Context: an optimization exercise on an open-source flow, tuned for small area. The choices shown serve that exercise and are no tape-out recipe.
The RTL was checked by simulation tests, not by an equivalence proof against the original design.
Power is estimated from default activity; no workload was simulated.

$ cat flow/design.v
package motion_pkg;
  localparam int num_motors = 2;
  localparam int word_bits  = 64;
  localparam int acc_bits   = 16;   
  localparam int dur_bits   = 16;   
  localparam int op_bits    = 8;
  localparam int free_bits  = 4;
endpackage
`timescale 1ns/1ps
module motion_core (
  input  logic       buffered_clk,
  input  logic       resetn_in,
  input  logic       sck,
  input  logic       cs_n,
  input  logic       copi,
  output logic       cipo,
  output logic [1:0] step,
  output logic [1:0] dir,
  output logic [1:0] enable_out,
  output logic       buffer_dtr,
  output logic       move_done
);
  logic rst;
  always_ff @(posedge buffered_clk) begin
    rst <= ~resetn_in;
  end
  logic [2:0]  sck_s;
  logic [2:0]  cs_s;
  logic        sck_rise, sck_fall, cs_rise, cs_fall;
  logic [63:0] rx;           
  logic [6:0]  bit_cnt;      
  logic [3:0]  rise_d;       
  logic        cnt64;
  logic        dec;          
  logic [7:0]  op;
  assign sck_rise = sck_s[1] & ~sck_s[2];
  assign sck_fall = ~sck_s[1] & sck_s[2];
  assign cs_rise  = cs_s[1] & ~cs_s[2];
  assign cs_fall  = ~cs_s[1] & cs_s[2];
  assign cnt64    = bit_cnt[6];
  assign dec      = rise_d[3] & cnt64;
  assign op       = rx[63:56];
  always_ff @(posedge buffered_clk) begin
    if (rst) begin
      sck_s <= '0;
      cs_s  <= '1;
    end else begin
      sck_s <= {sck_s[1:0], sck};
      cs_s  <= {cs_s[1:0], cs_n};
    end
  end
  always_ff @(posedge buffered_clk) begin
    rise_d <= {rise_d[2:0], cs_rise};
    if (sck_rise) begin
      rx <= {rx[62:0], copi};
    end
  end
  always_ff @(posedge buffered_clk) begin
    if (rst || cs_fall) begin
      bit_cnt <= '0;
    end else if (sck_fall && !cnt64) begin
      bit_cnt <= bit_cnt + 7'd1;
    end
  end
  logic       push;
  logic [7:0] last_op;
  logic [7:0] moves_done;
  logic       overflow;
  logic       move_complete;
  logic       full;
  logic       is_enable, is_move, is_clear;
  assign is_enable = op == 8'h01;
  assign is_move   = op == 8'h02;
  assign is_clear  = op == 8'h03;
  always_ff @(posedge buffered_clk) begin
    if (rst) begin
      last_op <= '0;
    end else if (dec) begin
      last_op <= op;
    end
  end
  always_ff @(posedge buffered_clk) begin
    if (rst) begin
      push       <= 1'b0;
      enable_out <= '0;
      moves_done <= '0;
      overflow   <= 1'b0;
    end else begin
      push <= dec & is_move & ~full;
      if (dec & is_enable) begin
        enable_out <= rx[49:48];
      end
      if (dec & is_clear) begin
        moves_done <= '0;
      end else if (move_complete) begin
        moves_done <= moves_done + 8'd1;
      end
      if (dec & is_clear) begin
        overflow <= 1'b0;
      end else if (dec & is_move & full) begin
        overflow <= 1'b1;
      end
    end
  end
  logic [49:0] mem [8];
  logic [2:0]  wr_ptr, rd_ptr;
  logic        empty;
  logic        pop;
  logic [3:0]  free_slots;
  logic [49:0] head;
  assign empty      = (wr_ptr == rd_ptr) & ~full;
  assign free_slots = {empty, rd_ptr - wr_ptr};
  assign head       = mem[rd_ptr];
  always_ff @(posedge buffered_clk) begin
    if (push) begin
      mem[wr_ptr] <= rx[49:0];
    end
  end
  always_ff @(posedge buffered_clk) begin
    if (rst) begin
      wr_ptr <= '0;
      rd_ptr <= '0;
      full   <= 1'b0;
    end else begin
      if (push) wr_ptr <= wr_ptr + 3'd1;
      if (pop)  rd_ptr <= rd_ptr + 3'd1;
      if (pop) begin
        full <= 1'b0;
      end else if (push && (wr_ptr + 3'd1) == rd_ptr) begin
        full <= 1'b1;
      end
    end
  end
  logic [2:0]  st;
  logic [15:0] rem;
  logic [15:0] inc0, inc1, acc0, acc1;
  logic [16:0] sum0, sum1;
  logic        tick, running, rem_zero, chk;
  assign tick          = st == 3'b111;
  assign running       = st[2] | st[1];
  assign pop           = st == 3'b010;
  assign rem_zero      = rem == '0;
  assign chk           = st[1] & st[0];
  assign move_complete = chk & rem_zero;
  assign sum0          = {1'b0, acc0} + {1'b0, inc0};
  assign sum1          = {1'b0, acc1} + {1'b0, inc1};
  assign step          = {tick & sum1[16], tick & sum0[16]};
  always_ff @(posedge buffered_clk) begin
    if (st == 3'b001) begin
      inc0 <= head[47:32];
      inc1 <= head[31:16];
      acc0 <= '0;
      acc1 <= '0;
    end else if (tick) begin
      acc0 <= sum0[15:0];
      acc1 <= sum1[15:0];
    end
  end
  always_ff @(posedge buffered_clk) begin
    if (st == 3'b001) begin
      rem <= head[15:0];
    end else if (chk) begin
      rem <= rem - 16'd1;
    end
  end
  always_ff @(posedge buffered_clk) begin
    if (rst) begin
      st  <= 3'b000;
      dir <= '0;
    end else begin
      if (st == 3'b001) begin
        dir <= head[49:48];
      end
      if ((st == 3'b000 && empty) || move_complete) begin
        st <= 3'b000;
      end else if (tick) begin
        st <= 3'b100;
      end else begin
        st <= st + 3'd1;
      end
    end
  end
  assign buffer_dtr = ~full;
  assign move_done  = empty & ~running;
  logic [7:0] md_snap;
  logic [3:0] free_snap;
  logic       busy_snap;
  logic [63:0] status;
  always_ff @(posedge buffered_clk) begin
    if (cs_fall) begin
      md_snap   <= moves_done;
      free_snap <= free_slots;
      busy_snap <= running;
    end
  end
  assign status = {last_op, 40'd0, md_snap, free_snap, overflow, busy_snap, enable_out};
  assign cipo   = ~cnt64 & status[~bit_cnt[5:0]];
endmodule
$ cat flow/run.sh
#!/bin/bash
# synth_recipe.tcl (not shown) runs the flow's synth.tcl, then flattens the netlist and writes it again
# the make line also repeats each setting of config.mk as NAME=value (left out here)
make -C /OpenROAD-flow-scripts/flow DESIGN_CONFIG=/design/flow/config.mk WORK_HOME=/design/flow/orfs CLKGATE_MAP_FILE= SYNTH_SCRIPT=/design/flow/synth_recipe.tcl finish
$ cat flow/config.mk
export PLATFORM = sky130hd
export DESIGN_NAME = motion_core
export DESIGN_NICKNAME = motion_core
export VERILOG_FILES = /design/flow/design.v
export SDC_FILE = /design/flow/constraint.sdc
export NUM_CORES = 4
export LEC_CHECK = 0
export CAP_MARGIN = 20
export CORE_MARGIN = 2
export CORE_UTILIZATION = 40
export SLEW_MARGIN = 20
$ cat flow/constraint.sdc
create_clock -name core_clock -period 10.0 [get_ports {buffered_clk}]
set_input_delay 2.0000 -clock core_clock [delete_from_list [all_inputs] [get_ports {buffered_clk}]]
set_output_delay 2.0000 -clock core_clock [all_outputs]
set_load 0.01 [all_outputs]
==> flow_summary.json, run 1 <==
{
  "grt_first_pass_wirelength_mm": 69.99,
  "maximum_number_of_pins_on_one_net_before_global_route_repair": 51,
  "post-dp-hpwl_mm": 23.43,
  "tightest_slew_ps": 971.5,
  "via_density": 5.222,
  "netlist-cell-type-count": 59,
  "ys_dominant_reg_cell": "edfxtp_1",
  "cts_root_buffer": "clkbuf_16",
  "synth_top_cell_area_share_pct": 66.01,
  "fp-row-count": 89,
  "unrepaired_setup_endpoints_after_global_routing": "false",
  "p_leak_nw": 8.620,
  "average_routed_wire_per_standard_cell_um": 20.09,
  "ws_path_type": "flop to primary output",
  "drcViolationCount": 0,
  "port_buffers": 13,
  "hold-path-cell-count": 0,
  "post_cts_hold_buffer_count": 0,
  "final_count_of_pins_violating_max_slew": 0,
  "num-nets-final": 1432,
  "detail_route.iter0.violations": 659,
  "cts_resized": 0,
  "dr_wl_met3_mm": 1.621,
  "drive_gt1_share_pct": 18.96,
  "grt_overflow": 0,
  "timing.hold.worst.class": "flop to flop",
  "power_density_mw_per_mm2": 184.9,
  "num_antenna_cells": 0,
  "cp.required_ps": 8000,
  "synth.yosys.warnings": 1,
  "whs_ps": 326.8,
  "die_width_um": 248.4,
  "final-hold-violation-count": 0,
  "antenna_violating_nets_post_route": 0,
  "drt_pass1_iterations": 5,
  "die_area_mm2": 0.06168,
  "yosys-top-cells-area": "edfxtp_1 66%, mux4_2 10%, dfxtp_1 7.1%",
  "totalWireLength_mm": 44.23,
  "vias_in_the_first_global_route": 12055,
  "commonest_non_fill_non_tap_cell_in_the_layout": "edfxtp_1",
  "end_kind": "primary output",
  "yosys_register_bits": 610,
  "numClockSinks": 610,
  "cp-start-kind": "flop",
  "finalWorstPathRequiredPeriod_ps": 5451,
  "synth.avg_cell_area_um2": 17.94,
  "place_ws_ps": 5193,
  "areaGrowthSynthToFinish_pct": 12.72,
  "max-vdd-ir-drop_uv": 111.1,
  "boundary_pins": 14,
  "timing.critical_path.arrival_ps": 3450,
  "fp.dieH_um": 248.4,
  "mappedNetlistNets": 1383,
  "asyncSetResetFlopFracSynth_pct": 0,
  "grt_antenna_before_repair": 0,
  "met2_length_mm": 21.11,
  "clock_tree_from_tritoncts": "yes",
  "top_metal_used": "met4",
  "maxCapViolCount": 0,
  "synth_enable_flop_cells": 525,
  "timing.setup.tns_ps": 0,
  "placeableCoreArea_mm2": 0.05902,
  "multiplexer_share_of_the_synthesized_area_pct": 12.48,
  "synth_area_leader_cell": "edfxtp_1",
  "clkLatencyLatePin_ps": 610,
  "final.setup.worst_slack_ps": 4549,
  "drt-met1-wl_mm": 20.50,
  "tritoncts.num_buffers": 61,
  "layout_worst_path_cycle_share_pct": 54.51,
  "dominant_combinational_cell_family_by_area_after_synthesis": "multiplexers",
  "postCtsSetupBuffers": 0,
  "global_route.usage.total_pct": 14.88,
  "synth.yosys.seq_area_share_pct": 73.13,
  "max_slew_margin_pct": 35.23,
  "num_vias": 11498,
  "gpl.final_weighted_congestion": 0.8068,
  "setup-violations-final": 0,
  "h_tree_levels": 2,
  "status": "complete, no violations",
  "synth_compound_area_share_pct": 3.683,
  "finalClockSkew_ps": 9.712,
  "finish.utilization_pct": 45.62,
  "worst_r2r_path_depth": 5,
  "synth_adder_area_share_pct": 2.556,
  "crit_path_max_fanout": 4,
  "most-common-layout-cells": "525 x edfxtp_1, 107 x mux4_2, 89 x nand2_1, 82 x dfxtp_1, 66 x nor2_1",
  "cts.reportedPaths.clkPinSlew_ps": 60,
  "synth_simple_gate_area_share_pct": 5.055,
  "synth.cell_area_mm2": 0.02388,
  "clockBufferDepth": 3,
  "cell_count_after_synthesis": 1331,
  "initial_core_utilization_pct": 40.47,
  "maxClockFrequency_mhz": 183.5,
  "synthesized_area_fraction_occupied_by_xor_and_xnor_cells_pct": 1.944
}
## routing by layer
metal / vias to the layer above / track usage, %
met5: - / 0
met4: 0 / 4.044
met3: 75 / 2.553
met2: 169 / 24.35
met1: 5914 / 20.64
li1: 5340 / -
## Yosys cell counts, types with 6 or more instances
| master | number |
|---|---|
| xor2_1 | 32 |
| inv_1 | 18 |
| dfxtp_1 | 85 |
| ha_1 | 44 |
| nor3_1 | 12 |
| mux2_2 | 32 |
| a31oi_1 | 6 |
| a21oi_1 | 49 |
| nor2b_1 | 12 |
| mux4_2 | 107 |
| nor2_1 | 72 |
| a21o_1 | 13 |
| buf_2 | 16 |
| nand2_1 | 89 |
| nand3_1 | 15 |
| nand4_1 | 9 |
| xnor2_1 | 21 |
| edfxtp_1 | 525 |
| a211oi_1 | 13 |
| mux2i_1 | 21 |
| clkbuf_1 | 29 |
| o21ai_0 | 35 |
## per-stage QoR
stage	total power [W]	instances	cell area, um^2
2_1_floorplan	0.002830	1331	23880
3_3_place_gp	0.002840	2090	25010
3_5_place_dp	0.002842	2090	25010
4_1_cts	0.005034	2202	26920
5_1_grt	0.005130	2202	26920
6_report	0.004977	2202	26920
## flip-flops by register name, summed over array words and instances (netlist names), 7 cells and up, named ones only
register / count
acc0: 16
acc1: 16
bit_cnt: 7
inc0: 16
inc1: 16
last_op: 8
md_snap: 8
mem: 400
moves_done: 8
rem: 16
rx: 64
## critical path, stage by stage (launching register included)
cell,delay [ps]
edfxtp_1,370
ha_1,230
fa_1,410
a21o_1,220
a311oi_1,370
o21bai_1,190
a21oi_1,310
or3b_2,190
a21oi_1,50
clkdlybuf4s50_1,480
## where the power goes
part           internal, W  total [W]  switching [W]
Sequential         0.00275    0.00276      0.0000135
Clock              0.00126    0.00219       0.000928
Combinational   0.00000913  0.0000249      0.0000157
Total              0.00402    0.00498       0.000958
## worst paths after layout
check | endpoint | from | slack (ps)
setup reg to reg | rem[0]$_DFFE_PP_ | flop | 7200
setup / recovery | step[0] | inc0[0]$_DFFE_PP_ | 4550
hold / removal | rise_d[3]$_DFF_P_ | rise_d[2]$_DFF_P_ | 330
hold reg to reg | rise_d[3]$_DFF_P_ | rise_d[2]$_DFF_P_ | 330
## final cells by class
class	instances	area, um^2
fill	5036	32100
sequential	610	17480
multi-input combinational	654	6205
clock buffer	86	1670
tap	773	967.2
timing repair buffer	35	295.3
clock inverter	26	239.0
inverter	18	67.56
## cell families after synthesis
group | after synthesis
mux | 160
buf+inv | 67
simple gates | 252
compound gates | 142
flops | 610
fa+ha+maj | 47
xor+xnor | 53
==> inputs of run 2 (changes only) <==
--- a/flow/design.v
+++ b/flow/design.v
@@ -102,31 +102,39 @@
       end
     end
   end
-  logic [49:0] mem [8];
-  logic [2:0]  wr_ptr, rd_ptr;
+  logic [49:0] ring [8];
+  logic [2:0]  wr_rel, rd_rel;
   logic        empty;
   logic        pop;
+  logic        pend;         
+  logic        wr_now;
+  logic        bypass;
   logic [3:0]  free_slots;
   logic [49:0] head;
-  assign empty      = (wr_ptr == rd_ptr) & ~full;
-  assign free_slots = {empty, rd_ptr - wr_ptr};
-  assign head       = mem[rd_ptr];
-  always_ff @(posedge buffered_clk) begin
-    if (push) begin
-      mem[wr_ptr] <= rx[49:0];
-    end
-  end
-  always_ff @(posedge buffered_clk) begin
-    if (rst) begin
-      wr_ptr <= '0;
-      rd_ptr <= '0;
+  assign empty      = (wr_rel == rd_rel) & ~full;
+  assign free_slots = {empty, rd_rel - wr_rel};
+  assign wr_now     = pend & (wr_rel == 3'd1);
+  assign bypass     = pend & (rd_rel == wr_rel - 3'd1);
+  assign head       = bypass ? rx[49:0] : ring[rd_rel];
+  always_ff @(posedge buffered_clk) begin
+    for (int i = 0; i < 7; i++) begin
+      ring[i] <= ring[i+1];
+    end
+    ring[7] <= wr_now ? rx[49:0] : ring[0];
+  end
+  always_ff @(posedge buffered_clk) begin
+    if (rst) begin
+      wr_rel <= '0;
+      rd_rel <= '0;
       full   <= 1'b0;
-    end else begin
-      if (push) wr_ptr <= wr_ptr + 3'd1;
-      if (pop)  rd_ptr <= rd_ptr + 3'd1;
+      pend   <= 1'b0;
+    end else begin
+      wr_rel <= wr_rel - {2'b0, ~push};
+      rd_rel <= rd_rel - {2'b0, ~pop};
+      pend   <= push | (pend & ~wr_now);
       if (pop) begin
         full <= 1'b0;
-      end else if (push && (wr_ptr + 3'd1) == rd_ptr) begin
+      end else if (push && (wr_rel + 3'd1) == rd_rel) begin
         full <= 1'b1;
       end
     end
@@ -134,41 +142,47 @@
   logic [2:0]  st;
   logic [15:0] rem;
   logic [15:0] inc0, inc1, acc0, acc1;
-  logic [16:0] sum0, sum1;
-  logic        tick, running, rem_zero, chk;
-  assign tick          = st == 3'b111;
-  assign running       = st[2] | st[1];
-  assign pop           = st == 3'b010;
-  assign rem_zero      = rem == '0;
-  assign chk           = st[1] & st[0];
-  assign move_complete = chk & rem_zero;
-  assign sum0          = {1'b0, acc0} + {1'b0, inc0};
-  assign sum1          = {1'b0, acc1} + {1'b0, inc1};
-  assign step          = {tick & sum1[16], tick & sum0[16]};
-  always_ff @(posedge buffered_clk) begin
-    if (st == 3'b001) begin
-      inc0 <= head[47:32];
-      inc1 <= head[31:16];
-      acc0 <= '0;
-      acc1 <= '0;
-    end else if (tick) begin
-      acc0 <= sum0[15:0];
-      acc1 <= sum1[15:0];
-    end
-  end
-  always_ff @(posedge buffered_clk) begin
-    if (st == 3'b001) begin
-      rem <= head[15:0];
-    end else if (chk) begin
-      rem <= rem - 16'd1;
-    end
+  logic [4:0]  s0, s1;
+  logic [3:0]  r_nib;
+  logic        c0, c1;       
+  logic        b_in, bw;     
+  logic        zf;           
+  logic        ld, tick, running, chk, rem_last;
+  assign ld       = st == 3'b001;
+  assign tick     = st == 3'b111;
+  assign running  = st[2] | st[1];
+  assign pop      = st == 3'b010;
+  assign chk      = st[1] & st[0];
+  assign s0       = {1'b0, acc0[3:0]} + {1'b0, inc0[3:0]} + {4'b0, c0};
+  assign s1       = {1'b0, acc1[3:0]} + {1'b0, inc1[3:0]} + {4'b0, c1};
+  assign step     = {tick & s1[4], tick & s0[4]};
+  assign b_in     = (st[1:0] == 2'b00) | bw;
+  assign r_nib    = rem[3:0] - {3'b0, b_in};
+  assign rem_last = st[2] ? (zf & (r_nib == '0)) : (rem == '0);
+  assign move_complete = chk & rem_last;
+  always_ff @(posedge buffered_clk) begin
+    if (ld) begin
+      inc0 <= {head[39:32], head[47:40]};
+      inc1 <= {head[23:16], head[31:24]};
+      rem  <= {head[7:0], head[15:8]};
+    end else begin
+      inc0 <= {inc0[3:0], inc0[15:4]};
+      inc1 <= {inc1[3:0], inc1[15:4]};
+      rem  <= {st[2] ? r_nib : rem[3:0], rem[15:4]};
+    end
+    acc0 <= st[2] ? {s0[3:0], acc0[15:4]} : '0;
+    acc1 <= st[2] ? {s1[3:0], acc1[15:4]} : '0;
+    c0   <= st[2] & ~chk & s0[4];
+    c1   <= st[2] & ~chk & s1[4];
+    bw   <= b_in & (rem[3:0] == '0);
+    zf   <= ((st[1:0] == 2'b00) | zf) & (r_nib == '0);
   end
   always_ff @(posedge buffered_clk) begin
     if (rst) begin
       st  <= 3'b000;
       dir <= '0;
     end else begin
-      if (st == 3'b001) begin
+      if (ld) begin
         dir <= head[49:48];
       end
       if ((st == 3'b000 && empty) || move_complete) begin
==> flow_summary.json, run 2 <==
{
  "drive_gt1_share_pct": 14.26,
  "p_leak_nw": 8.496,
  "fp.dieH_um": 226.7,
  "multiplexer_share_of_the_synthesized_area_pct": 9.191,
  "max_slew_margin_pct": 30.28,
  "finalClockSkew_ps": 38.08,
  "mappedNetlistNets": 1610,
  "synth.cell_area_mm2": 0.01984,
  "via_density": 5.163,
  "num_vias": 11828,
  "finalWorstPathRequiredPeriod_ps": 4986,
  "num-nets-final": 1610,
  "power_density_mw_per_mm2": 279.3,
  "antenna_violating_nets_post_route": 0,
  "synth_simple_gate_area_share_pct": 9.184,
  "cell_count_after_synthesis": 1577,
  "whs_ps": 319.9,
  "gpl.final_weighted_congestion": 0.7890,
  "final_count_of_pins_violating_max_slew": 0,
  "asyncSetResetFlopFracSynth_pct": 0,
  "synth.avg_cell_area_um2": 12.58,
  "tightest_slew_ps": 1046,
  "port_buffers": 13,
  "largest_reg_flops": 400,
  "maxClockFrequency_mhz": 200.6,
  "yosys_register_bits": 612,
  "drt_pass1_iterations": 6,
  "layout_worst_path_cycle_share_pct": 49.86,
  "vias_in_the_first_global_route": 11996,
  "cts_root_buffer": "clkbuf_16",
  "reg_top3": "ring: 400 flops, rx: 64 flops",
  "synth_top_cell_area_share_pct": 54.00,
  "synth_adder_area_share_pct": 1.955,
  "tritoncts.num_buffers": 60,
  "clock_tree_from_tritoncts": "yes",
  "setup-violations-final": 0,
  "synthesized_area_fraction_occupied_by_xor_and_xnor_cells_pct": 0.8894,
  "die_area_mm2": 0.05139,
  "dominant_combinational_cell_family_by_area_after_synthesis": "compound AO/OA/AOI/OAI gates",
  "grt_overflow": 0,
  "die_width_um": 226.7,
  "h_tree_levels": 2,
  "post_cts_hold_buffer_count": 0,
  "detail_route.iter0.violations": 861,
  "global_route.usage.total_pct": 17.32,
  "maxCapViolCount": 0,
  "largest-register": "ring",
  "placeableCoreArea_mm2": 0.04895,
  "max-vdd-ir-drop_uv": 142.5,
  "final-hold-violation-count": 0,
  "numClockSinks": 612,
  "synth_compound_area_share_pct": 10.64,
  "commonest_non_fill_non_tap_cell_in_the_layout": "dfxtp_1",
  "crit_path_max_fanout": 9,
  "clockBufferDepth": 3,
  "synth.yosys.seq_area_share_pct": 65.65,
  "cp.required_ps": 8000,
  "ws_path_type": "flop to primary output",
  "boundary_pins": 14,
  "maximum_number_of_pins_on_one_net_before_global_route_repair": 93,
  "num_antenna_cells": 0,
  "ys_dominant_reg_cell": "dfxtp_1",
  "timing.hold.worst.class": "flop to flop",
  "most-common-layout-cells": "532 x dfxtp_1, 115 x nor2_1, 94 x nand2_1, 77 x edfxtp_1, 65 x mux2_2",
  "yosys-top-cells-area": "dfxtp_1 54%, edfxtp_1 12%, mux2_2 3.7%",
  "post_synth_most_frequent_cells": "535 x dfxtp_1, 115 x nor2_1, 95 x nand2_1, 77 x edfxtp_1, 65 x mux2_2",
  "timing.critical_path.arrival_ps": 2990,
  "yosys.cell_count.top_type": "dfxtp_1",
  "synth_enable_flop_cells": 77,
  "status": "complete, no violations",
  "cp-start-kind": "flop",
  "clkLatencyLatePin_ps": 640,
  "post-dp-hpwl_mm": 25.55,
  "areaGrowthSynthToFinish_pct": 13.89,
  "cts_resized": 0,
  "initial_core_utilization_pct": 40.52,
  "netlist-cell-type-count": 67,
  "synth.yosys.warnings": 2,
  "grt_antenna_before_repair": 0,
  "totalWireLength_mm": 43.39,
  "postCtsSetupBuffers": 0,
  "grt_first_pass_wirelength_mm": 69.20,
  "total_power_w": 0.006310,
  "synth_area_leader_cell": "dfxtp_1",
  "fp-row-count": 81,
  "timing.setup.tns_ps": 0,
  "end_kind": "primary output",
  "average_routed_wire_per_standard_cell_um": 18.94,
  "fillCellCount": 4394,
  "unrepaired_setup_endpoints_after_global_routing": "false",
  "drcViolationCount": 0,
  "cts.reportedPaths.clkPinSlew_ps": 60
}
## run 2: cell types whose count changed in the layout (fill, tap and decap cells not counted), sizes merged, moves of 21 or more
cell / previous run / this run
dfxtp: 85 / 535
edfxtp: 525 / 77
mux4: 107 / 24
a31oi: 6 / 50
and2: 3 / 47
nor2: 72 / 115
mux2i: 21 / 55
mux2: 32 / 65
nand2b: 5 / 33
o221ai: 0 / 27
a22o: 1 / 27
xor2: 32 / 7
ha: 44 / 23
## run 2: layout make-up
cell class	instances	area [um^2]	area share (%)
Tap cell	664	830.8	3.678
Clock inverter	14	115.1	0.5096
Multi-Input combinational cell	842	6349	28.10
Inverter	28	105.1	0.4652
Sequential cell	612	13030	57.70
Timing Repair Buffer	33	280.3	1.241
Clock buffer	98	1877	8.308
## run 2: stage by stage
step | cell area, um^2 | instances | util [%] | setup slack [ps]
4_1_cts | 22590 | 2291 | 46.15 | 4932
3_3_place_gp | 20600 | 2179 | 42.08 | 5587
2_1_floorplan | 19840 | 1577 | - | 6084
5_1_grt | 22590 | 2291 | 46.15 | 4855
3_5_place_dp | 20600 | 2179 | 42.08 | 5599
6_report | 22590 | 2291 | 46.15 | 5014
## run 2: critical path: stages (launching register included)
cell and delay [ps]:
dfxtp_1 610, mux4_2 580, mux4_2 490, nand4b_1 110
o21ai_0 90, clkdlybuf4s50_1 480
## run 2: per-layer routing
| layer | vias to the layer above | wire, um | track usage, % |
|---|---|---|---|
| met5 | - | 0 | 0 |
| met1 | 5802 | 21410 | 25.12 |
| met3 | 81 | 2209 | 2.695 |
| met4 | 0 | 1136 | 6.133 |
| li1 | 5649 | - | - |
| met2 | 296 | 18630 | 26.16 |
## run 2: worst paths after layout
kind                                start                end  slack [ps]  cells after the start
setup / recovery  bit_cnt[0]$_SDFFE_PP0P_               cipo        5010                      5
hold / removal          rise_d[2]$_DFF_P_  rise_d[3]$_DFF_P_         320                      0
setup reg to reg     rd_rel[1]$_SDFF_PP0_   inc0[10]$_DFF_P_        6760                      6
hold reg to reg         rise_d[2]$_DFF_P_  rise_d[3]$_DFF_P_         320                      0
## run 2: cell families after synthesis
group / count (synthesis)
buffers and inverters: 123
muxes: 144
AOI/OAI and AO/OA: 282
DFF: 612
adders and majority gates: 28
xor gates and xnor gates: 18
and+or+nand+nor: 370
## run 2: power by group
| part | internal (W) | switching [W] | total (W) |
|---|---|---|---|
| logic | 0.000479 | 0.000790 | 0.00127 |
| registers | 0.00264 | 0.000167 | 0.00281 |
| clock network | 0.00128 | 0.000945 | 0.00223 |
| total | 0.00441 | 0.00190 | 0.00631 |
==> inputs of run 3 (changes only) <==
--- a/flow/design.v
+++ b/flow/design.v
@@ -108,14 +108,12 @@
   logic        pop;
   logic        pend;         
   logic        wr_now;
-  logic        bypass;
   logic [3:0]  free_slots;
   logic [49:0] head;
   assign empty      = (wr_rel == rd_rel) & ~full;
   assign free_slots = {empty, rd_rel - wr_rel};
-  assign wr_now     = pend & (wr_rel == 3'd1);
-  assign bypass     = pend & (rd_rel == wr_rel - 3'd1);
-  assign head       = bypass ? rx[49:0] : ring[rd_rel];
+  assign wr_now     = ((wr_rel == 3'd0) & ~full) | (pend & (wr_rel == 3'd1));
+  assign head       = ring[rd_rel];
   always_ff @(posedge buffered_clk) begin
     for (int i = 0; i < 7; i++) begin
       ring[i] <= ring[i+1];
@@ -131,7 +129,7 @@
     end else begin
       wr_rel <= wr_rel - {2'b0, ~push};
       rd_rel <= rd_rel - {2'b0, ~pop};
-      pend   <= push | (pend & ~wr_now);
+      pend   <= push | (pend & (wr_rel != 3'd1));
       if (pop) begin
         full <= 1'b0;
       end else if (push && (wr_rel + 3'd1) == rd_rel) begin
--- a/flow/config.mk
+++ b/flow/config.mk
@@ -8,4 +8,7 @@
 export CAP_MARGIN = 20
 export CORE_MARGIN = 2
 export CORE_UTILIZATION = 40
+export CTS_BUF_LIST = sky130_fd_sc_hd__clkbuf_8
+export CTS_CLUSTER_DIAMETER = 60
+export CTS_CLUSTER_SIZE = 20
 export SLEW_MARGIN = 20
==> flow_summary.json, run 3 <==
{
  "h_tree_levels": 2,
  "power_density_mw_per_mm2": 295.9,
  "critical-path-slowest-cell": "dfxtp_4",
  "max_slew_margin_pct": 32.75,
  "cts_resized": 0,
  "clkLatencyLatePin_ps": 620,
  "initial_core_utilization_pct": 40.48,
  "p_leak_nw": 8.001,
  "placedInstanceArea_mm2": 0.02004,
  "layout_worst_path_cycle_share_pct": 52.53,
  "totalWireLength_mm": 38.34,
  "cp_slowest_stage_delay_ps": 830,
  "die_width_um": 223.8,
  "fp-row-count": 80,
  "grt_first_pass_wirelength_mm": 60.93,
  "mappedNetlistNets": 1543,
  "synth.yosys.warnings": 2,
  "yosys.cell_count.top_type": "dfxtp_1",
  "boundary_pins": 14,
  "tightest_slew_ps": 1009,
  "vias_in_the_first_global_route": 10676,
  "crit_path_max_fanout": 42,
  "clockBufferDepth": 3,
  "end_kind": "primary output",
  "asyncSetResetFlopFracSynth_pct": 0,
  "largest-register": "ring",
  "timing.hold.worst.class": "flop to flop",
  "ys_dominant_reg_cell": "dfxtp_1",
  "synth.cell_area_mm2": 0.01933,
  "post_synth_most_frequent_cells": "535 x dfxtp_1, 100 x nand2_1, 100 x nor2_1, 77 x a21oi_1, 77 x edfxtp_1",
  "port_buffers": 13,
  "synth.avg_cell_area_um2": 12.80,
  "tritoncts.num_buffers": 39,
  "num-nets-final": 1531,
  "timing.setup.tns_ps": 0,
  "cell_count_after_synthesis": 1510,
  "gpl.final_weighted_congestion": 0.7697,
  "cts_root_buffer": "clkbuf_8",
  "sequential_cell_area_mm2": 0.01303,
  "timing.critical_path.cells": "clkinv_1 -> ha_1 -> and4_1 -> nor3b_1 -> clkdlybuf4s50_1",
  "numClockSinks": 612,
  "maxCapViolCount": 0,
  "drive_gt1_share_pct": 12.19,
  "fp.dieH_um": 223.8,
  "unrepaired_setup_endpoints_after_global_routing": "false",
  "grt_antenna_before_repair": 0,
  "average_routed_wire_per_standard_cell_um": 17.89,
  "synth.yosys.seq_area_share_pct": 67.38,
  "finalClockSkew_ps": 55.83,
  "finalWorstPathRequiredPeriod_ps": 5253,
  "most-common-layout-cells": "532 x dfxtp_1, 100 x nand2_1, 98 x nor2_1, 77 x a21oi_1, 77 x edfxtp_1",
  "maxClockFrequency_mhz": 190.4,
  "commonest_non_fill_non_tap_cell_in_the_layout": "dfxtp_1",
  "yosys-top-cells-area": "dfxtp_1 55%, edfxtp_1 12%, mux4_2 3.5%",
  "detail_route.iter0.violations": 686,
  "global_route.usage.total_pct": 15.41,
  "antenna_violating_nets_post_route": 0,
  "synth_enable_flop_cells": 77,
  "reg_top3": "ring: 400 flops, rx: 64 flops",
  "via_density": 5.004,
  "yosys_register_bits": 612,
  "ws_path_type": "flop to primary output",
  "clock_tree_from_tritoncts": "yes",
  "cp-start-kind": "flop",
  "synth_top_cell_area_share_pct": 55.42,
  "postCtsSetupBuffers": 0,
  "areaGrowthSynthToFinish_pct": 7.691,
  "status": "complete, no violations",
  "finish.utilization_pct": 43.59,
  "num_vias": 10723,
  "placeableCoreArea_mm2": 0.04775,
  "die_area_mm2": 0.05009,
  "final_cell_area_mm2": 0.02081,
  "largest_reg_flops": 400,
  "area_used_by_multi_input_combinational_logic_mm2": 0.005833,
  "cts.reportedPaths.clkPinSlew_ps": 120,
  "setup-violations-final": 0,
  "grt_overflow": 0,
  "fillCellCount": 4333,
  "drcViolationCount": 0,
  "post_cts_hold_buffer_count": 0,
  "timing.critical_path.arrival_ps": 3250,
  "cp.required_ps": 8000,
  "drt_pass1_iterations": 5,
  "max-vdd-ir-drop_uv": 108.2,
  "synth_area_leader_cell": "dfxtp_1",
  "post-dp-hpwl_mm": 23.81,
  "netlist-cell-type-count": 66,
  "maximum_number_of_pins_on_one_net_before_global_route_repair": 81,
  "final-hold-violation-count": 0,
  "final_count_of_pins_violating_max_slew": 0
}
-- run 3: cell types whose count changed in the layout (fill, tap and decap cells not counted), moves of 21 or more --
cell and delta:
clkbuf_8 +27, inv_1 +34, a21oi_1 +45, a31oi_1 -46, nand2b_1 -21, clkbuf_16 -62
-- run 3: report_power, final --
| group | total, W | switching (W) | leakage, nW | internal (W) |
|---|---|---|---|---|
| combinational | 0.00151 | 0.000850 | 2.36 | 0.000660 |
| clock | 0.00120 | 0.000764 | 0.450 | 0.000436 |
| sequential | 0.00345 | 0.000378 | 5.19 | 0.00307 |
| total | 0.00616 | 0.00199 | 8.00 | 0.00417 |
-- run 3: metrics by stage --
step	hold slack, ps	power [W]	setup WS [ps]	std cells
floorplan	309.6	0.004490	5869	1510
global placement	316.3	0.004996	5411	2072
detailed placement	316.7	0.005020	5399	2072
CTS	310.2	0.006219	4680	2141
global route	312.4	0.006510	4532	2141
finish	321.1	0.006160	4747	2143
-- run 3: path summary, 6_finish.rpt --
path / start / endpoint / slack [ps] / cells past startpoint
max: rd_rel[0]$_SDFF_PP0_ / move_done / 4750 / 5
min reg2reg: ring[1][4]$_DFF_P_ / ring[0][4]$_DFF_P_ / 320 / 0
max reg2reg: rd_rel[0]$_SDFF_PP0_ / inc0[2]$_DFF_P_ / 6670 / 6
min: ring[1][4]$_DFF_P_ / ring[0][4]$_DFF_P_ / 320 / 0
-- run 3: layer usage --
| layer | part of all wire, % | wire, um | GRT usage [%] |
|---|---|---|---|
| met5 | 0 | 0 | 0 |
| met4 | 2.0 | 755 | 3.935 |
| met3 | 3.8 | 1466 | 2.584 |
| met2 | 44 | 16930 | 24.35 |
| met1 | 50 | 19190 | 22.03 |
-- run 3: final cells by class --
cell class	instances	share of cell area (%)
repair buffers	28	1.166
multi-input cells	772	28.03
diodes	2	0.02405
clock buffers	46	3.042
clock inverters	23	0.6132
flip-flops and latches	612	62.62
inverters	45	0.8115
well taps	615	3.697
-- run 3: kinds of logic after synthesis --
| family | Yosys count | share of synthesized area [%] |
|---|---|---|
| AND/OR/NAND/NOR | 309 | 7.600 |
| flip-flops | 612 | 67.38 |
| buffers and inverters | 126 | 2.596 |
| multiplexers | 152 | 10.19 |
| adder cells (fa/ha/maj) | 28 | 2.007 |
| XOR/XNOR | 17 | 0.7704 |
| AO/OA/AOI/OAI | 266 | 9.458 |
-- run 3: worst max-delay path, delay by kind of cell (launching register included) --
family	cells	cell delay, ps
flip-flops	1	830
buffers and inverters	2	820
AND/OR/NAND/NOR	2	610
adder cells (fa/ha/maj)	1	360
==> inputs of run 4 (changes only) <==
--- a/flow/config.mk
+++ b/flow/config.mk
@@ -7,8 +7,6 @@
 export LEC_CHECK = 0
 export CAP_MARGIN = 20
 export CORE_MARGIN = 2
-export CORE_UTILIZATION = 40
+export CORE_UTILIZATION = 60
 export CTS_BUF_LIST = sky130_fd_sc_hd__clkbuf_8
-export CTS_CLUSTER_DIAMETER = 60
-export CTS_CLUSTER_SIZE = 20
 export SLEW_MARGIN = 20
==> flow_summary.json, run 4 <==
{
  "maximum_number_of_pins_on_one_net_before_global_route_repair": 81,
  "tritoncts.num_buffers": 91,
  "num_vias": 11165,
  "drt-met1-wl_mm": 19.51,
  "timing.reg2reg.setup_slack_ps": 6720,
  "cp.required_ps": 8000,
  "final.setup.worst_slack_ps": 4906,
  "asyncSetResetFlopFracSynth_pct": 0,
  "die_width_um": 183.5,
  "via_density": 5.500,
  "critPathTopFamily": "buffers and inverters",
  "placeableCoreArea_mm2": 0.03164,
  "layout_worst_path_cycle_share_pct": 50.94,
  "synth.yosys.warnings": 2,
  "vias_in_the_first_global_route": 11324,
  "final-hold-violation-count": 0,
  "mappedNetlistNets": 1543,
  "synth.yosys.seq_area_share_pct": 67.38,
  "fp.dieH_um": 183.5,
  "initial_core_utilization_pct": 61.09,
  "totalWireLength_mm": 39.14,
  "global_route.usage.total_pct": 24.14,
  "ys_dominant_reg_cell": "dfxtp_1",
  "largest_reg_flops": 400,
  "ws_path_type": "flop to primary output",
  "fp-row-count": 65,
  "finalWorstPathRequiredPeriod_ps": 5094,
  "netlist-cell-type-count": 66,
  "most-common-layout-cells": "532 x dfxtp_1, 115 x clkbuf_8, 100 x nand2_1, 99 x nor2_1",
  "dr_wl_met3_mm": 1.576,
  "met2_length_mm": 17.22,
  "setup-violations-final": 0,
  "cts_resized": 0,
  "maxCapViolCount": 0,
  "finalClockSkew_ps": 23.67,
  "post_synth_most_frequent_cells": "535 x dfxtp_1, 100 x nand2_1, 100 x nor2_1, 77 x a21oi_1, 77 x edfxtp_1",
  "synth_adder_area_share_pct": 2.007,
  "end_kind": "primary output",
  "cp_slowest_stage_delay_ps": 710,
  "postCtsSetupBuffers": 0,
  "yosys_register_bits": 612,
  "p_leak_nw": 8.664,
  "gpl.final_weighted_congestion": 0.7770,
  "synth_area_leader_cell": "dfxtp_1",
  "max-vdd-ir-drop_uv": 163.3,
  "synth.cell_area_mm2": 0.01933,
  "cp_num_buf_inv": 2,
  "port_buffers": 13,
  "yosys-top-cells-area": "dfxtp_1 55%, edfxtp_1 12%, mux4_2 3.5%",
  "area_used_by_multi_input_combinational_logic_mm2": 0.005824,
  "cts_root_buffer": "clkbuf_8",
  "multiplexer_share_of_the_synthesized_area_pct": 10.19,
  "clock_tree_from_tritoncts": "yes",
  "cell_count_after_synthesis": 1510,
  "detail_route.iter0.violations": 667,
  "die_area_mm2": 0.03366,
  "post-dp-hpwl_mm": 23.79,
  "post_cts_hold_buffer_count": 0,
  "status": "complete, no violations",
  "place_ws_ps": 5539,
  "drt_pass1_iterations": 5,
  "crit_path_max_fanout": 34,
  "cts.reportedPaths.clkPinSlew_ps": 60,
  "cp-start-kind": "flop",
  "timing.setup.tns_ps": 0,
  "numClockSinks": 612,
  "synth_compound_area_share_pct": 9.458,
  "average_routed_wire_per_standard_cell_um": 19.28,
  "areaGrowthSynthToFinish_pct": 12.33,
  "tightest_slew_ps": 1098,
  "drive_gt1_share_pct": 16.28,
  "clockBufferDepth": 3,
  "final_count_of_pins_violating_max_slew": 0,
  "synth_simple_gate_area_share_pct": 7.600,
  "largest-register": "ring",
  "grt_antenna_before_repair": 1,
  "power_density_mw_per_mm2": 324.4,
  "grt_first_pass_wirelength_mm": 62.56,
  "timing.critical_path.arrival_ps": 3090,
  "num-nets-final": 1585,
  "synthesized_area_fraction_occupied_by_xor_and_xnor_cells_pct": 0.7704,
  "yosys.cell_count.top_type": "dfxtp_1",
  "critical-path-slowest-cell": "dfxtp_4",
  "grt_overflow": 0,
  "maxClockFrequency_mhz": 196.3,
  "h_tree_levels": 3,
  "synth_enable_flop_cells": 77,
  "commonest_non_fill_non_tap_cell_in_the_layout": "dfxtp_1",
  "drcViolationCount": 0,
  "unrepaired_setup_endpoints_after_global_routing": "false",
  "sequential_cell_area_mm2": 0.01303,
  "dominant_combinational_cell_family_by_area_after_synthesis": "multiplexers",
  "reg_top3": "ring: 400 flops, rx: 64 flops",
  "max_slew_margin_pct": 26.45,
  "fillCellCount": 2368,
  "top_metal_used": "met4",
  "synth.avg_cell_area_um2": 12.80,
  "boundary_pins": 14,
  "antenna_violating_nets_post_route": 0,
  "timing.hold.worst.class": "flop to flop",
  "synth_top_cell_area_share_pct": 55.42,
  "num_antenna_cells": 0,
  "clkLatencyLatePin_ps": 640,
  "timing.critical_path.cells": "clkinv_1 -> ha_1 -> and4_1 -> nor3b_1 -> clkdlybuf4s50_1"
}
==> run 4: changes by cell type in the layout (fill, tap and decap cells not counted), moves of 2 or more <==
cell	before	now
clkinvlp_4	0	2
clkbuf_8	46	115
inv_1	59	74
clkinv_1	1	7
inv_4	2	0
bufinv_16	0	4
buf_4	15	17
clkinv_2	1	10
diode_2	2	0
==> run 4: routing by layer <==
| layer | global-route usage, % | vias up |
|---|---|---|
| met4 | 8.288 | 0 |
| met5 | 0 | - |
| met3 | 4.299 | 61 |
| met1 | 35.08 | 5467 |
| met2 | 36.74 | 205 |
| li1 | - | 5432 |
==> run 4: final timing paths <==
kind	startpoint	to	cells after the start
setup / recovery	rd_rel[0]$_SDFF_PP0_	move_done	5
hold / removal	rise_d[1]$_DFF_P_	rise_d[2]$_DFF_P_	0
setup reg to reg	rd_rel[0]$_SDFF_PP0_	inc0[1]$_DFF_P_	5
hold reg to reg	rise_d[1]$_DFF_P_	rise_d[2]$_DFF_P_	0
==> run 4: cell type report <==
cell class	instances	area share, %
timing repair buffer	30	1.187
inverter	45	0.7780
sequential	612	60.03
clock inverter	54	1.568
multi-input combinational	772	26.83
clock buffer	115	7.290
tap	402	2.317
==> run 4: through the flow <==
stage / instance area (um^2) / cells / util, % / hold WS [ps] / power (W)
6_report: 21710 / 2030 / 68.63 / 326.6 / 0.007042
5_1_grt: 21710 / 2030 / 68.63 / 331.3 / 0.007414
3_5_place_dp: 19790 / 1861 / 62.54 / 314.3 / 0.005010
3_3_place_gp: 19790 / 1861 / 62.54 / 310.7 / 0.004988
4_1_cts: 21710 / 2030 / 68.62 / 329.0 / 0.007091
2_1_floorplan: 19330 / 1510 / - / 309.6 / 0.004490
==> run 4: worst reg2reg max path: cells and delay by family (launching register included) <==
family | cells | cell delay (ps)
buf+inv | 2 | 1020
simple gates | 2 | 770
flops | 1 | 710
compound gates | 1 | 600
==> run 4: report_power, final <==
part / switching, W / total (W) / leakage [nW] / internal (W)
clock network: 0.000928 / 0.00207 / 1.10 / 0.00114
registers: 0.000359 / 0.00344 / 5.19 / 0.00308
logic: 0.000871 / 0.00153 / 2.37 / 0.000662
total: 0.00216 / 0.00704 / 8.66 / 0.00488
==> run 4: logic make-up (layout without fill, tap and decap cells) <==
| family | count (synthesis) | count (layout) |
|---|---|---|
| flip-flops | 612 | 612 |
| AND/OR/NAND/NOR | 309 | 309 |
| AO/OA/AOI/OAI | 266 | 266 |
| multiplexers | 152 | 152 |
| buffers and inverters | 126 | 244 |
| adder cells (fa/ha/maj) | 28 | 28 |
| XOR/XNOR | 17 | 17 |
==> inputs of run 5 (changes only) <==
--- a/flow/config.mk
+++ b/flow/config.mk
@@ -7,6 +7,8 @@
 export LEC_CHECK = 0
 export CAP_MARGIN = 20
 export CORE_MARGIN = 2
-export CORE_UTILIZATION = 60
+export CORE_UTILIZATION = 40
 export CTS_BUF_LIST = sky130_fd_sc_hd__clkbuf_8
+export CTS_CLUSTER_DIAMETER = 50
+export CTS_CLUSTER_SIZE = 16
 export SLEW_MARGIN = 20
==> flow_summary.json, run 5 <==
{
  "total_power_w": 0.006287,
  "drcViolationCount": 0,
  "top_metal_used": "met4",
  "cell_count_after_synthesis": 1510,
  "yosys_register_bits": 612,
  "areaGrowthSynthToFinish_pct": 8.507,
  "via_density": 5.018,
  "yosys-top-cells-area": "dfxtp_1 55%, edfxtp_1 12%, mux4_2 3.5%",
  "num_vias": 10824,
  "cp.required_ps": 8000,
  "boundary_pins": 14,
  "finalClockSkew_ps": 48.22,
  "timing.setup.tns_ps": 0,
  "timing.reg2reg.setup_slack_ps": 6710,
  "largest_reg_flops": 400,
  "timing.hold.worst.class": "flop to flop",
  "initial_core_utilization_pct": 40.48,
  "clock_tree_from_tritoncts": "yes",
  "totalWireLength_mm": 38.71,
  "h_tree_levels": 2,
  "ws_path_type": "flop to primary output",
  "power.combinational.fraction_pct": 24.0,
  "die_width_um": 223.8,
  "cellInternalPower_w": 0.004256,
  "p_leak_nw": 8.089,
  "synth.yosys.seq_area_share_pct": 67.38,
  "clkLatencyLatePin_ps": 650,
  "synth_area_leader_cell": "dfxtp_1",
  "finalWorstPathRequiredPeriod_ps": 5234,
  "crit_path_max_fanout": 42,
  "antenna_violating_nets_post_route": 0,
  "final-hold-violation-count": 0,
  "yosys.cell_count.top_type": "dfxtp_1",
  "dr_wl_met3_mm": 1.656,
  "tritoncts.num_buffers": 49,
  "postCtsSetupBuffers": 0,
  "post-dp-hpwl_mm": 23.81,
  "unrepaired_setup_endpoints_after_global_routing": "false",
  "switchingPower_w": 0.002031,
  "asyncSetResetFlopFracSynth_pct": 0,
  "average_routed_wire_per_standard_cell_um": 17.95,
  "synth_enable_flop_cells": 77,
  "status": "complete, no violations",
  "post_synth_most_frequent_cells": "535 x dfxtp_1, 100 x nand2_1, 100 x nor2_1, 77 x a21oi_1, 77 x edfxtp_1",
  "sw_share_pct": 32.30,
  "clockBufferDepth": 3,
  "port_buffers": 13,
  "cts_resized": 0,
  "grt_overflow": 0,
  "final_count_of_pins_violating_max_slew": 0,
  "reg_top3": "ring: 400 flops, rx: 64 flops",
  "synth.avg_cell_area_um2": 12.80,
  "register_share_of_total_power_pct": 54.9,
  "post_cts_hold_buffer_count": 0,
  "die_area_mm2": 0.05009,
  "num-nets-final": 1541,
  "grt_first_pass_wirelength_mm": 61.51,
  "grt_antenna_before_repair": 0,
  "most-common-layout-cells": "532 x dfxtp_1, 100 x nand2_1, 98 x nor2_1, 77 x a21oi_1, 77 x edfxtp_1",
  "finish.utilization_pct": 43.92,
  "max_slew_margin_pct": 32.39,
  "vias_in_the_first_global_route": 10877,
  "maximum_number_of_pins_on_one_net_before_global_route_repair": 81,
  "largest-register": "ring",
  "dp.cells": 2072,
  "clockPowerShare_pct": 21.0,
  "tightest_slew_ps": 1014,
  "critical_path.startpoint": "rd_rel[0]$_SDFF_PP0_",
  "fp.dieH_um": 223.8,
  "layout_worst_path_cycle_share_pct": 52.34,
  "layoutNonFillerInstCount": 2157,
  "max-vdd-ir-drop_uv": 95.49,
  "cts.reportedPaths.clkPinSlew_ps": 100,
  "drive_gt1_share_pct": 12.91,
  "maxCapViolCount": 0,
  "detail_route.iter0.violations": 688,
  "setup-violations-final": 0,
  "global_route.usage.total_pct": 15.64,
  "synth_top_cell_area_share_pct": 55.42,
  "drt_pass1_iterations": 5,
  "mappedNetlistNets": 1543,
  "timing.critical_path.arrival_ps": 3230,
  "maxClockFrequency_mhz": 191.1,
  "power_density_mw_per_mm2": 299.8,
  "synth.cell_area_mm2": 0.01933,
  "netlist-cell-type-count": 66,
  "cts_root_buffer": "clkbuf_8",
  "commonest_non_fill_non_tap_cell_in_the_layout": "dfxtp_1",
  "fp-row-count": 80,
  "numClockSinks": 612,
  "placeableCoreArea_mm2": 0.04775,
  "worst_r2r_startpoint": "rd_rel[0]$_SDFF_PP0_",
  "timing.hold.worst.start": "ring[4][24]$_DFF_P_",
  "synth.yosys.warnings": 2,
  "gpl.final_weighted_congestion": 0.7697,
  "met2_length_mm": 17.32,
  "cp-start-kind": "flop",
  "end_kind": "primary output",
  "drt-met1-wl_mm": 18.91,
  "ys_dominant_reg_cell": "dfxtp_1"
}
[run 5: cell counts after synthesis]
Identical to the previous run, type by type.
[run 5: power groups by stage]
stage / Clock (W) / Combinational (W) / Sequential (W)
floorplan: 0 / 0.00119 / 0.00330
global placement: 0 / 0.00151 / 0.00349
detailed placement: 0 / 0.00152 / 0.00350
CTS: 0.00137 / 0.00152 / 0.00346
global route: 0.00146 / 0.00166 / 0.00352
finish: 0.00132 / 0.00151 / 0.00345
[run 5: area by class of cell]
cell class	instances	area, um^2
fill	4335	26770
sequential	612	13030
multi-input combinational	772	5833
tap	615	769.5
clock buffer	52	715.7
timing repair buffer	28	242.7
clock inverter	32	205.2
inverter	45	168.9
antenna	1	2.502
[run 5: layer usage]
layer | track usage, % | vias up
met5 | 0 | -
met4 | 4.710 | 0
met3 | 2.899 | 61
met2 | 24.76 | 176
met1 | 21.85 | 5293
li1 | - | 5294
[run 5: critical path, stage by stage (launching register included)]
cell and delay [ps]:
dfxtp_4 820, clkinv_1 200, ha_1 360, and4_1 250, nor3b_1 330, clkdlybuf4s50_1 610
[run 5: cells by family (layout without fill, tap and decap cells)]
group,Yosys count,in the layout,share of synthesized area [%]
DFF,612,612,67.38
and+or+nand+nor,309,309,7.600
AOI/OAI and AO/OA,266,266,9.458
muxes,152,152,10.19
buffers and inverters,126,157,2.596
adders and majority gates,28,28,2.007
xor gates and xnor gates,17,17,0.7704
other,0,1,0
[run 5: metrics by stage]
stage               hold slack, ps  setup slack, ps  cell area [um^2]
floorplan                    309.6             5869             19330
global placement             316.3             5411             20040
detailed placement           316.7             5399             20040
CTS                          317.9             4651             20960
global route                 326.0             4521             20970
finish                       323.4             4766             20970
[run 5: final timing paths]
kind | to | cells after the start
max | move_done | 5
min | ring[3][24]$_DFF_P_ | 0
max reg2reg | inc0[2]$_DFF_P_ | 6
min reg2reg | ring[3][24]$_DFF_P_ | 0
==> inputs of run 6 (changes only) <==
--- a/flow/config.mk
+++ b/flow/config.mk
@@ -9,6 +9,6 @@
 export CORE_MARGIN = 2
 export CORE_UTILIZATION = 40
 export CTS_BUF_LIST = sky130_fd_sc_hd__clkbuf_8
-export CTS_CLUSTER_DIAMETER = 50
-export CTS_CLUSTER_SIZE = 16
+export CTS_CLUSTER_DIAMETER = 40
+export CTS_CLUSTER_SIZE = 25
 export SLEW_MARGIN = 20
==> flow_summary.json, run 6 <==
{
  "status": "complete, no violations",
  "clkLatencyLatePin_ps": 660,
  "die_area_mm2": 0.05009,
  "die_width_um": 223.8,
  "detail_route.iter0.violations": 650,
  "largest_reg_flops": 400,
  "post_synth_most_frequent_cells": "535 x dfxtp_1, 100 x nand2_1, 100 x nor2_1, 77 x a21oi_1, 77 x edfxtp_1",
  "numClockSinks": 612,
  "cell_count_after_synthesis": 1510,
  "h_tree_levels": 3,
  "drcViolationCount": 0,
  "fp-row-count": 80,
  "synth.yosys.seq_area_share_pct": 67.38,
  "grt_antenna_before_repair": 1,
  "cp-start-kind": "flop",
  "hold_critical_path_endpoint": "ring[2][0]$_DFF_P_",
  "cts.reportedPaths.clkPinSlew_ps": 90,
  "average_routed_wire_per_standard_cell_um": 17.88,
  "vias_in_the_first_global_route": 11077,
  "grt_first_pass_wirelength_mm": 62.54,
  "ws_path_type": "flop to primary output",
  "fp.dieH_um": 223.8,
  "global_route.usage.total_pct": 15.97,
  "worst_r2r_path_depth": 6,
  "num_antenna_cells": 0,
  "finalClockSkew_ps": 56.34,
  "drt_pass1_iterations": 4,
  "mappedNetlistNets": 1543,
  "yosys-top-cells-area": "dfxtp_1 55%, edfxtp_1 12%, mux4_2 3.5%",
  "maxCapViolCount": 0,
  "max_slew_margin_pct": 33.06,
  "cts_resized": 0,
  "hold-path-cell-count": 0,
  "critical-path-slowest-cell": "dfxtp_4",
  "timing.hold.worst.start": "ring[3][0]$_DFF_P_",
  "final-hold-violation-count": 0,
  "postCtsSetupBuffers": 0,
  "areaGrowthSynthToFinish_pct": 12.18,
  "gpl.final_weighted_congestion": 0.7697,
  "finalWorstPathRequiredPeriod_ps": 5228,
  "power_density_mw_per_mm2": 317.0,
  "final_count_of_pins_violating_max_slew": 0,
  "critical_path.reg2reg.endpoint": "inc0[2]$_DFF_P_",
  "yosys_register_bits": 612,
  "boundary_pins": 14,
  "num-nets-final": 1561,
  "synth.cell_area_mm2": 0.01933,
  "grt_overflow": 0,
  "maxClockFrequency_mhz": 191.3,
  "largest-register": "ring",
  "cts_root_buffer": "clkbuf_8",
  "setup-violations-final": 0,
  "synth.avg_cell_area_um2": 12.80,
  "crit_path_max_fanout": 42,
  "unrepaired_setup_endpoints_after_global_routing": "false",
  "yosys.cell_count.top_type": "dfxtp_1",
  "post_cts_hold_buffer_count": 0,
  "critical_path.startpoint": "rd_rel[0]$_SDFF_PP0_",
  "ys_dominant_reg_cell": "dfxtp_1",
  "layoutNonFillerInstCount": 2200,
  "synth_enable_flop_cells": 77,
  "cp.required_ps": 8000,
  "clock_tree_from_tritoncts": "yes",
  "clockBufferDepth": 3,
  "dp.cells": 2072,
  "netlist-cell-type-count": 66,
  "max-vdd-ir-drop_uv": 107.6,
  "post-dp-hpwl_mm": 23.81,
  "cp_slowest_stage_delay_ps": 810,
  "commonest_non_fill_non_tap_cell_in_the_layout": "dfxtp_1",
  "reg_top3": "ring: 400 flops, rx: 64 flops",
  "tightest_slew_ps": 1004,
  "drive_gt1_share_pct": 16.21,
  "initial_core_utilization_pct": 40.48,
  "placeableCoreArea_mm2": 0.04775,
  "end_kind": "primary output",
  "most-common-layout-cells": "532 x dfxtp_1, 100 x nand2_1, 98 x nor2_1, 77 x a21oi_1, 77 x edfxtp_1",
  "worst_r2r_startpoint": "rd_rel[0]$_SDFF_PP0_",
  "timing.setup.tns_ps": 0,
  "asyncSetResetFlopFracSynth_pct": 0,
  "totalWireLength_mm": 39.33,
  "timing.critical_path.cells": "clkinv_1 -> ha_1 -> and4_1 -> nor3b_1 -> clkdlybuf4s50_1",
  "antenna_violating_nets_post_route": 0,
  "p_leak_nw": 8.381,
  "layout_worst_path_cycle_share_pct": 52.28,
  "timing.critical_path.arrival_ps": 3230,
  "synth_top_cell_area_share_pct": 55.42,
  "via_density": 4.984,
  "port_buffers": 13,
  "timing.reg2reg.setup_slack_ps": 6700,
  "synth_area_leader_cell": "dfxtp_1",
  "num_vias": 10965,
  "maximum_number_of_pins_on_one_net_before_global_route_repair": 81,
  "timing.hold.worst.class": "flop to flop",
  "synth.yosys.warnings": 2,
  "tritoncts.num_buffers": 69
}
-- run 6: cell counts after synthesis --
Identical to the previous run, type by type.
-- run 6: routing by layer --
metal  part of all wire, %  up-vias  routed length, um  track usage (%)
met3                   4.4       73               1731            3.292
met2                    44      198              17360            24.92
met1                    49     5333              19340            22.14
li1                      -     5359                  -                -
met4                   2.2        2                877            5.527
met5                 0.033        -                 13                0
-- run 6: power by group --
part | leakage (nW) | switching [W] | internal (W)
Clock | 0.830 | 0.00102 | 0.000884
Sequential | 5.19 | 0.000381 | 0.00307
Combinational | 2.36 | 0.000851 | 0.000660
Total | 8.38 | 0.00225 | 0.00462
-- run 6: how the worst max path moves through the flow --
stage                           end  slack (ps)
after global routing      move_done        4530
after floorplan           move_done        5870
final                     move_done        4770
after detailed placement  move_done        5400
after global placement    move_done        5410
after CTS                 move_done        4660
-- run 6: cells by family after synthesis --
group	Yosys count	share of synthesized area, %
adder cells (fa/ha/maj)	28	2.007
XOR/XNOR	17	0.7704
flip-flops	612	67.38
AND/OR/NAND/NOR	309	7.600
multiplexers	152	10.19
AO/OA/AOI/OAI	266	9.458
buffers and inverters	126	2.596
-- run 6: metrics by stage --
step / utilization [%] / cell area (um^2) / hold slack (ps) / power (W) / setup slack, ps
floorplan: - / 19330 / 309.6 / 0.004490 / 5869
global placement: 41.97 / 20040 / 316.3 / 0.004996 / 5411
detailed placement: 41.97 / 20040 / 316.7 / 0.005020 / 5399
CTS: 45.39 / 21670 / 305.9 / 0.006944 / 4657
global route: 45.41 / 21680 / 323.0 / 0.007248 / 4533
finish: 45.41 / 21680 / 316.5 / 0.006872 / 4772
-- run 6: cell type report --
type	instances	area, um^2
Clock buffer	75	1032
Clock inverter	53	600.6
Fill cell	4253	26070
Inverter	45	168.9
Multi-Input combinational cell	772	5833
Sequential cell	612	13030
Tap cell	615	769.5
Timing Repair Buffer	28	242.7
-- run 6: worst max-delay path: cells and delay by family (launching register included) --
kind          cells  cell delay [ps]
buf+inv           2              820
flops             1              810
fa+ha+maj         1              360
simple gates      2              600
==> inputs of run 7 (changes only) <==
--- a/flow/config.mk
+++ b/flow/config.mk
@@ -8,7 +8,4 @@
 export CAP_MARGIN = 20
 export CORE_MARGIN = 2
 export CORE_UTILIZATION = 40
-export CTS_BUF_LIST = sky130_fd_sc_hd__clkbuf_8
-export CTS_CLUSTER_DIAMETER = 40
-export CTS_CLUSTER_SIZE = 25
 export SLEW_MARGIN = 20
==> flow_summary.json, run 7 <==
{
  "synth_top_cell_area_share_pct": 55.42,
  "final-hold-violation-count": 0,
  "post-dp-hpwl_mm": 23.81,
  "post_cts_hold_buffer_count": 0,
  "tightest_slew_ps": 1010,
  "via_density": 5.055,
  "timing.hold.worst.start": "rise_d[1]$_DFF_P_",
  "yosys-top-cells-area": "dfxtp_1 55%, edfxtp_1 12%, mux4_2 3.5%",
  "placeableCoreArea_mm2": 0.04775,
  "layout_worst_path_cycle_share_pct": 52.04,
  "worst_r2r_path_depth": 6,
  "global_route.usage.total_pct": 15.82,
  "reg_top3": "ring: 400 flops, rx: 64 flops",
  "netlist-cell-type-count": 66,
  "detail_route.iter0.violations": 684,
  "totalWireLength_mm": 39.29,
  "fp-row-count": 80,
  "cell_count_after_synthesis": 1510,
  "worst_r2r_startpoint": "rd_rel[0]$_SDFF_PP0_",
  "fp.dieH_um": 223.8,
  "synth_enable_flop_cells": 77,
  "synth.yosys.seq_area_share_pct": 67.38,
  "timing.setup.tns_ps": 0,
  "asyncSetResetFlopFracSynth_pct": 0,
  "areaGrowthSynthToFinish_pct": 14.11,
  "critical_path.reg2reg.endpoint": "inc0[2]$_DFF_P_",
  "antenna_violating_nets_post_route": 0,
  "most-common-layout-cells": "532 x dfxtp_1, 100 x nand2_1, 98 x nor2_1, 77 x a21oi_1, 77 x edfxtp_1",
  "num_antenna_cells": 0,
  "maxCapViolCount": 0,
  "end_kind": "primary output",
  "ws_path_type": "flop to primary output",
  "cp-start-kind": "flop",
  "timing.critical_path.arrival_ps": 3200,
  "numClockSinks": 612,
  "maxClockFrequency_mhz": 192.1,
  "max-vdd-ir-drop_uv": 136.7,
  "die_width_um": 223.8,
  "postCtsSetupBuffers": 0,
  "unrepaired_setup_endpoints_after_global_routing": "false",
  "cts_root_buffer": "clkbuf_16",
  "synth.yosys.warnings": 2,
  "finalClockSkew_ps": 24.71,
  "post_synth_most_frequent_cells": "535 x dfxtp_1, 100 x nand2_1, 100 x nor2_1, 77 x a21oi_1, 77 x edfxtp_1",
  "p_leak_nw": 8.541,
  "hold_critical_path_endpoint": "rise_d[2]$_DFF_P_",
  "synth.cell_area_mm2": 0.01933,
  "hold-path-cell-count": 0,
  "num-nets-final": 1550,
  "h_tree_levels": 2,
  "synth.avg_cell_area_um2": 12.80,
  "max_slew_margin_pct": 32.67,
  "whs_ps": 328.2,
  "finalWorstPathRequiredPeriod_ps": 5204,
  "setup-violations-final": 0,
  "boundary_pins": 14,
  "vias_in_the_first_global_route": 11080,
  "clkLatencyLatePin_ps": 610,
  "tritoncts.num_buffers": 58,
  "fillCellCount": 4219,
  "mappedNetlistNets": 1543,
  "maximum_number_of_pins_on_one_net_before_global_route_repair": 81,
  "grt_antenna_before_repair": 0,
  "cts_resized": 0,
  "clockBufferDepth": 3,
  "area_used_by_multi_input_combinational_logic_mm2": 0.005833,
  "final_count_of_pins_violating_max_slew": 0,
  "grt_overflow": 0,
  "commonest_non_fill_non_tap_cell_in_the_layout": "dfxtp_1",
  "synth_area_leader_cell": "dfxtp_1",
  "average_routed_wire_per_standard_cell_um": 18.02,
  "drive_gt1_share_pct": 14.43,
  "timing.reg2reg.setup_slack_ps": 6700,
  "sequential_cell_area_mm2": 0.01303,
  "status": "complete, no violations",
  "yosys_register_bits": 612,
  "initial_core_utilization_pct": 40.48,
  "ys_dominant_reg_cell": "dfxtp_1",
  "num_vias": 11025,
  "largest_reg_flops": 400,
  "gpl.final_weighted_congestion": 0.7697,
  "largest-register": "ring",
  "grt_first_pass_wirelength_mm": 62.36,
  "drt_pass1_iterations": 7,
  "port_buffers": 13,
  "cts.reportedPaths.clkPinSlew_ps": 60,
  "drcViolationCount": 0,
  "clock_tree_from_tritoncts": "yes",
  "cp.required_ps": 8000,
  "power_density_mw_per_mm2": 326.9,
  "timing.hold.worst.class": "flop to flop",
  "yosys.cell_count.top_type": "dfxtp_1",
  "die_area_mm2": 0.05009,
  "crit_path_max_fanout": 42
}
==> run 7: cell counts after synthesis <==
No cell type changed its count.
==> run 7: worst max-delay path by stage <==
stage / startpoint / end / slack [ps] / depth (start not counted)
2_1_floorplan: rd_rel[0]$_SDFF_PP0_ / move_done / 5870 / 8
3_3_place_gp: rd_rel[0]$_SDFF_PP0_ / move_done / 5410 / 5
3_5_place_dp: rd_rel[0]$_SDFF_PP0_ / move_done / 5400 / 5
4_1_cts: rd_rel[0]$_SDFF_PP0_ / move_done / 4730 / 5
5_1_grt: rd_rel[0]$_SDFF_PP0_ / move_done / 4590 / 5
6_report: rd_rel[0]$_SDFF_PP0_ / move_done / 4800 / 5
==> run 7: per-stage QoR <==
stage | util, % | total power, W | worst slack, ps | instance area (um^2) | cells
final | 46.19 | 0.007210 | 4796 | 22050 | 2181
after global routing | 46.19 | 0.007582 | 4588 | 22050 | 2181
after CTS | 46.17 | 0.007279 | 4730 | 22050 | 2181
after detailed placement | 41.97 | 0.005020 | 5399 | 20040 | 2072
after global placement | 41.97 | 0.004996 | 5411 | 20040 | 2072
after floorplan | - | 0.004490 | 5869 | 19330 | 1510
==> run 7: report_power, final <==
group / total, W / internal (W) / switching [W]
sequential: 0.00346 / 0.00308 / 0.000381
combinational: 0.00151 / 0.000660 / 0.000853
clock: 0.00224 / 0.00132 / 0.000920
total: 0.00721 / 0.00506 / 0.00215
==> run 7: cell type report <==
class / instances / share of cell area [%]
clock buffers: 92 / 8.328
clock inverters: 17 / 0.7715
inverters: 45 / 0.7659
multi-input cells: 772 / 26.45
flip-flops and latches: 612 / 59.10
well taps: 615 / 3.489
repair buffers: 28 / 1.101
==> run 7: cell families (layout without fill, tap and decap cells) <==
| group | Yosys count | in the layout | synth area share [%] |
|---|---|---|---|
| multiplexers | 152 | 152 | 10.19 |
| buffers and inverters | 126 | 182 | 2.596 |
| AND/OR/NAND/NOR | 309 | 309 | 7.600 |
| XOR/XNOR | 17 | 17 | 0.7704 |
| AO/OA/AOI/OAI | 266 | 266 | 9.458 |
| flip-flops | 612 | 612 | 67.38 |
| adder cells (fa/ha/maj) | 28 | 28 | 2.007 |
==> run 7: layer usage <==
layer / track usage [%] / share of wire [%] / wire [um]
met5: 0 / 0 / 0
met4: 4.409 / 2.1 / 818
met3: 3.450 / 5.1 / 1994
met2: 24.95 / 44 / 17480
met1: 22.00 / 48 / 19000
==> run 7: worst max-delay path: stages, from the launching register on <==
cell and delay, ps:
dfxtp_4 810, clkinv_1 210, ha_1 360, and4_1 270, nor3b_1 330, clkdlybuf4s50_1 610

what the ideal ports hide:
The flow's constraints put no driver on any port. The routed layouts listed below were extracted and timed again, unchanged, in two steps. Step 1: set_driving_cell puts a clkbuf_16 on buffered_clk and a buf_2 on each other input, an assumption about the parent block. Step 2, shift: input delay + t, output delay - t, t = (earliest + latest rising clock arrival at the registers) / 2. This alone moves slack from input paths to output paths. a / b / c = no drivers / after step 1 / after step 2; a / b = the first two.
run | t, ns | setup slack, ns | worst data-port slew with drivers (ns)
run 1 | 0.667 | 4.549 / 4.491 / 5.158 | 0.03
run 2 | 0.677 | 5.014 / 4.955 / 5.633 | 0.04
run 3 | 0.649 | 4.747 / 4.694 / 5.343 | 0.03
run 4 | 0.677 | 4.906 / 4.857 / 5.535 | 0.03
run 5 | 0.675 | 4.766 / 4.714 / 5.390 | 0.03
run 6 | 0.679 | 4.772 / 4.719 / 5.399 | 0.03
run 7 | 0.655 | 4.796 / 4.741 / 5.396 | 0.03
After both steps every run listed still meets setup and hold.
